This design comes from an exercise in tuning for small area and a short achievable clock period on the open sky130 flow, not from production work.
Only simulation tests tie the RTL to the original design; equivalence was not proved.
The clock port is modelled as an ideal driver; clocking choices that lean on that would not hold on a real chip.

== north ==
// grad_top
module grad_top (
    input  wire         clk,
    input  wire         rst,        
    input  wire         in_valid,
    input  wire  [31:0] in_pix,     
    input  wire         cyc,
    input  wire         stb,
    input  wire         we,
    input  wire  [1:0]  adr,
    input  wire  [31:0] dat_i,
    output logic [31:0] dat_o,
    output logic        ack
);
Size in the first run: ~3200 cells after synthesis, about 1100 flip-flops.
==> module mag_cal, before the edit <==
module mag_cal (
    input  wire         clk,
    input  wire         rst,
    input  wire         in_valid,
    input  wire  [31:0] pix,
    output logic        res_valid,
    output logic [32:0] res         
);
    localparam int SQ_SEG   = 12;   
    localparam int DINIT_SEG = 9;   
    localparam logic [16*5-1:0] DIV_END = {5'd19, 5'd17, 5'd14, 5'd11, 5'd8, 5'd5, 5'd2,
                                           5'd0, 5'd0, 5'd0, 5'd0, 5'd0, 5'd0, 5'd0, 5'd0, 5'd0};
    localparam logic [16*4-1:0] SQ_END  = {4'd13, 4'd11, 4'd8, 4'd4,
                                           4'd0, 4'd0, 4'd0, 4'd0, 4'd0, 4'd0, 4'd0, 4'd0, 4'd0, 4'd0, 4'd0, 4'd0};
    localparam logic [12:0] RIPPLE_SQ = 13'b0_0100_0111_1111;
    logic [15:0]        valid_sr;
    logic [31:0]        pix_q;
    logic [15:1][7:0]   a_q, b_q;
    logic [15:1]        neg_q, sat_q;
    logic [15:1][7:0]   r_q;
    logic [15:1][18:0]  q_q;
    logic [15:1][25:0]  rad_q;
    logic [15:1][13:0]  rem_q;
    logic [15:1][12:0]  root_q;
    logic [7:0]  dr  [0:18];
    logic        dq  [0:18];
    logic [12:0] sro [0:12];
    logic [13:0] sre [0:12];
    always_ff @(posedge clk) begin
        if (!rst) valid_sr <= '0;
        else      valid_sr <= {valid_sr[14:0], in_valid};
    end
    assign res_valid = valid_sr[15];
    always_ff @(posedge clk) pix_q <= pix;
    logic [7:0] av0, ah0;
    logic       neg0;
    sum_sq_diff u_diff (.pix(pix_q), .av(av0), .ah(ah0), .neg(neg0));
    always_ff @(posedge clk) begin
        a_q[1]    <= av0;
        b_q[1]    <= ah0;
        neg_q[1]  <= neg0;
        sat_q[1]  <= 1'b0;
        r_q[1]    <= '0;
        q_q[1]    <= '0;
        rad_q[1]  <= '0;
        rem_q[1]  <= '0;
        root_q[1] <= '0;
    end
    for (genvar j = 1; j < 16; j++) begin : g_seg
        localparam int D0 = DIV_END[5*(j-1) +: 5];
        localparam int D1 = DIV_END[5*j +: 5];
        localparam int S0 = SQ_END[4*(j-1) +: 4];
        localparam int S1 = SQ_END[4*j +: 4];
        logic [7:0]  a, b, beff, r0;
        logic        sat;
        logic [25:0] rad;
        logic [18:0] q_in, q_out;
        logic [7:0]  r_out;
        logic [12:0] root_out;
        logic [13:0] rem_out;
        assign a = a_q[j];
        assign b = b_q[j];
        assign beff = {b[7:1], b[0] | ~|b};
        if (j == SQ_SEG) begin : g_sq
            logic [16:0] s;
            always_comb begin
                s = '0;
                for (int i = 0; i < 8; i++) begin
                    s = s + ((a[i] ? ({9'd0, a} >> (i + 1) << 2 | 17'd1) : 17'd0) << (2 * i));
                    s = s + ((b[i] ? ({9'd0, b} >> (i + 1) << 2 | 17'd1) : 17'd0) << (2 * i));
                end
            end
            assign rad = {1'b0, s, 8'd0};
        end else begin : g_nsq
            assign rad = rad_q[j];
        end
        if (j == DINIT_SEG) begin : g_dinit
            assign sat  = ({3'd0, a[7:3]} >= b) && (a != 8'd0);
            assign r0   = {3'd0, a[7:3]};
            assign q_in = '0;
        end else begin : g_ndinit
            assign sat  = sat_q[j];
            assign r0   = r_q[j];
            assign q_in = q_q[j];
        end
        for (genvar k = D0; k < D1; k++) begin : g_div
            logic [7:0] rin;
            logic [18:0] aext;
            assign aext = {a[2:0], 16'd0};
            if (k == D0) begin : g_f
                assign rin = r0;
            end else begin : g_n
                assign rin = dr[k-1];
            end
            tan_div_step u_step (
                .rem_i (rin),
                .bit_i (aext[18-k]),
                .den   (beff),
                .q     (dq[k]),
                .rem_o (dr[k])
            );
        end
        for (genvar k = S0; k < S1; k++) begin : g_sqrt
            logic [12:0] root_in;
            logic [13:0] rem_in;
            if (k == S0) begin : g_f
                assign root_in = root_q[j];
                assign rem_in  = rem_q[j];
            end else begin : g_n
                assign root_in = sro[k-1];
                assign rem_in  = sre[k-1];
            end
            isqrt_step #(.K(k), .RIPPLE(RIPPLE_SQ[k])) u_step (
                .root_i (root_in),
                .rem_i  (rem_in),
                .pair   (rad[25-2*k -: 2]),
                .root_o (sro[k]),
                .rem_o  (sre[k])
            );
        end
        always_comb begin
            q_out = q_in;
            for (int k = D0; k < D1; k++) q_out[18-k] = dq[k];
        end
        if (D1 > D0) begin : g_dr
            assign r_out = dr[D1-1];
        end else begin : g_ndr
            assign r_out = r0;
        end
        if (S1 > S0) begin : g_sr
            assign root_out = sro[S1-1];
            assign rem_out  = sre[S1-1];
        end else begin : g_nsr
            assign root_out = root_q[j];
            assign rem_out  = rem_q[j];
        end
        if (j < 15) begin : g_reg
            always_ff @(posedge clk) begin
                a_q[j+1]    <= a;
                b_q[j+1]    <= b;
                neg_q[j+1]  <= neg_q[j];
                sat_q[j+1]  <= sat;
                r_q[j+1]    <= r_out;
                q_q[j+1]    <= q_out;
                rad_q[j+1]  <= rad;
                rem_q[j+1]  <= rem_out;
                root_q[j+1] <= root_out;
            end
        end else begin : g_out
            logic [19:0] tan;
            always_comb begin
                if (sat)              tan = neg_q[j] ? 20'h80000 : 20'h7ffff;
                else if (neg_q[j])    tan = -{1'b0, q_out};
                else                  tan = {1'b0, q_out};
            end
            assign res = {root_out, tan};
        end
    end
endmodule
clock: 55.0 ns
lec_check: 0
cap_margin: 20
core_margin: 2
core_utilization: 80
cts_cluster_diameter: 80
cts_cluster_size: 30
slew_margin: 20
standard.sh (not shown) runs the stock make flow with config.mk's settings and CLKGATE_MAP_FILE= SYNTH_SCRIPT=/design/flow/synth_recipe.tcl, a recipe that flattens the netlist after the stock synthesis.
==> flow/flow/run.sh <==
#!/bin/bash
# Own layout flow: the standard ORFS flow (standard.sh), step by step,
# with three changes to how the layout is made, none to what is measured:
#  - the I/O port buffers are given as a fixed cell (PORT_BUF) instead of
#    ORFS's default pick (a slow delay buffer),
#  - timing repair aims at a setup margin (MARGIN ns) so that the achieved
#    period, not only the 55 ns constraint, is optimised,
#  - optional extra clock_tree_synthesis arguments (CTS_EXTRA).
# The synthesis is the standard one, unchanged. Each step's full output goes
# to a log file of its own in this folder.
set -uo pipefail
cd "$(dirname "$0")/.."
MARGIN=43
PORT_BUF=sky130_fd_sc_hd__buf_4
CTS_EXTRA=""
[ -f flow/settings.sh ] && source flow/settings.sh
export BUFFER_PORTS_ARGS="-buffer_cell $PORT_BUF"
export SETUP_SLACK_MARGIN=$MARGIN
if [ -n "$CTS_EXTRA" ]; then
  export CTS_ARGS="-sink_clustering_enable -repair_clock_nets $CTS_EXTRA"
fi
for step in synth floorplan place cts route finish; do
  bash standard.sh $step > flow_$step.log 2>&1 || { tail -50 flow_$step.log; exit 1; }
done
ls -la out/
==> flow/flow/settings.sh <==
MARGIN=43
PORT_BUF=sky130_fd_sc_hd__buf_2
CTS_EXTRA="-sink_clustering_size 30 -sink_clustering_max_diameter 80 -dont_use_dummy_load"
## Diff of input files: south against north
--- a/flow/design.v
+++ b/flow/design.v
@@ -96,13 +96,13 @@
     output logic [32:0] res         
 );
     localparam int SQ_SEG   = 12;   
     localparam int DINIT_SEG = 9;   
-    localparam logic [16*5-1:0] DIV_END = {5'd19, 5'd17, 5'd14, 5'd11, 5'd8, 5'd5, 5'd2,
+    localparam logic [16*5-1:0] DIV_END = {5'd19, 5'd17, 5'd15, 5'd12, 5'd9, 5'd6, 5'd3,
                                            5'd0, 5'd0, 5'd0, 5'd0, 5'd0, 5'd0, 5'd0, 5'd0, 5'd0};
     localparam logic [16*4-1:0] SQ_END  = {4'd13, 4'd11, 4'd8, 4'd4,
                                            4'd0, 4'd0, 4'd0, 4'd0, 4'd0, 4'd0, 4'd0, 4'd0, 4'd0, 4'd0, 4'd0, 4'd0};
-    localparam logic [12:0] RIPPLE_SQ = 13'b0_0100_0111_1111;
+    localparam logic [12:0] RIPPLE_SQ = 13'b0_0100_0011_1111;
     logic [15:0]        valid_sr;
     logic [31:0]        pix_q;
     logic [15:1][7:0]   a_q, b_q;
     logic [15:1]        neg_q, sat_q;
### Flow results
The peak per-stage delay on the critical path on north is in line with that on south.
Layout buffer count excluding clock buffers (south over north): decrease, 4.0%
In terms of global-route wire length before repair, south and north differ only marginally.
| design area | south vs north | ≈ equal |
Met1 global-route usage, south and north: smaller value in north

[re-timing with driven ports]
No port has a modelled driver above. Below, the same layouts with a new extraction and two added sets of constraints. Step 1 (the two cells are an assumption about what drives the block):
set clk [get_ports {clk}]
set_driving_cell -lib_cell sky130_fd_sc_hd__clkbuf_16 $clk
set_driving_cell -lib_cell sky130_fd_sc_hd__buf_2 [delete_from_list [all_inputs] $clk]
Step 2 moves the port delays by t, midway between the first and last clock arrival at a register: inputs arrive t later, outputs are due t later. That takes back most of the time a late clock gives input paths. Three values: ideal, step 1, step 2; two values: the first two.
run	shift t [ns]	setup WS [ns]	worst slew at a driven data input, ns
north	0.664	42.906 / 42.839 / 42.557	0.04
south	0.663	42.913 / 42.850 / 42.674	0.04
After both steps setup and hold are still met in every run listed. The setup slack of north, which loses most, moves by -0.067 ns with the drivers and by -0.349 ns with both steps.
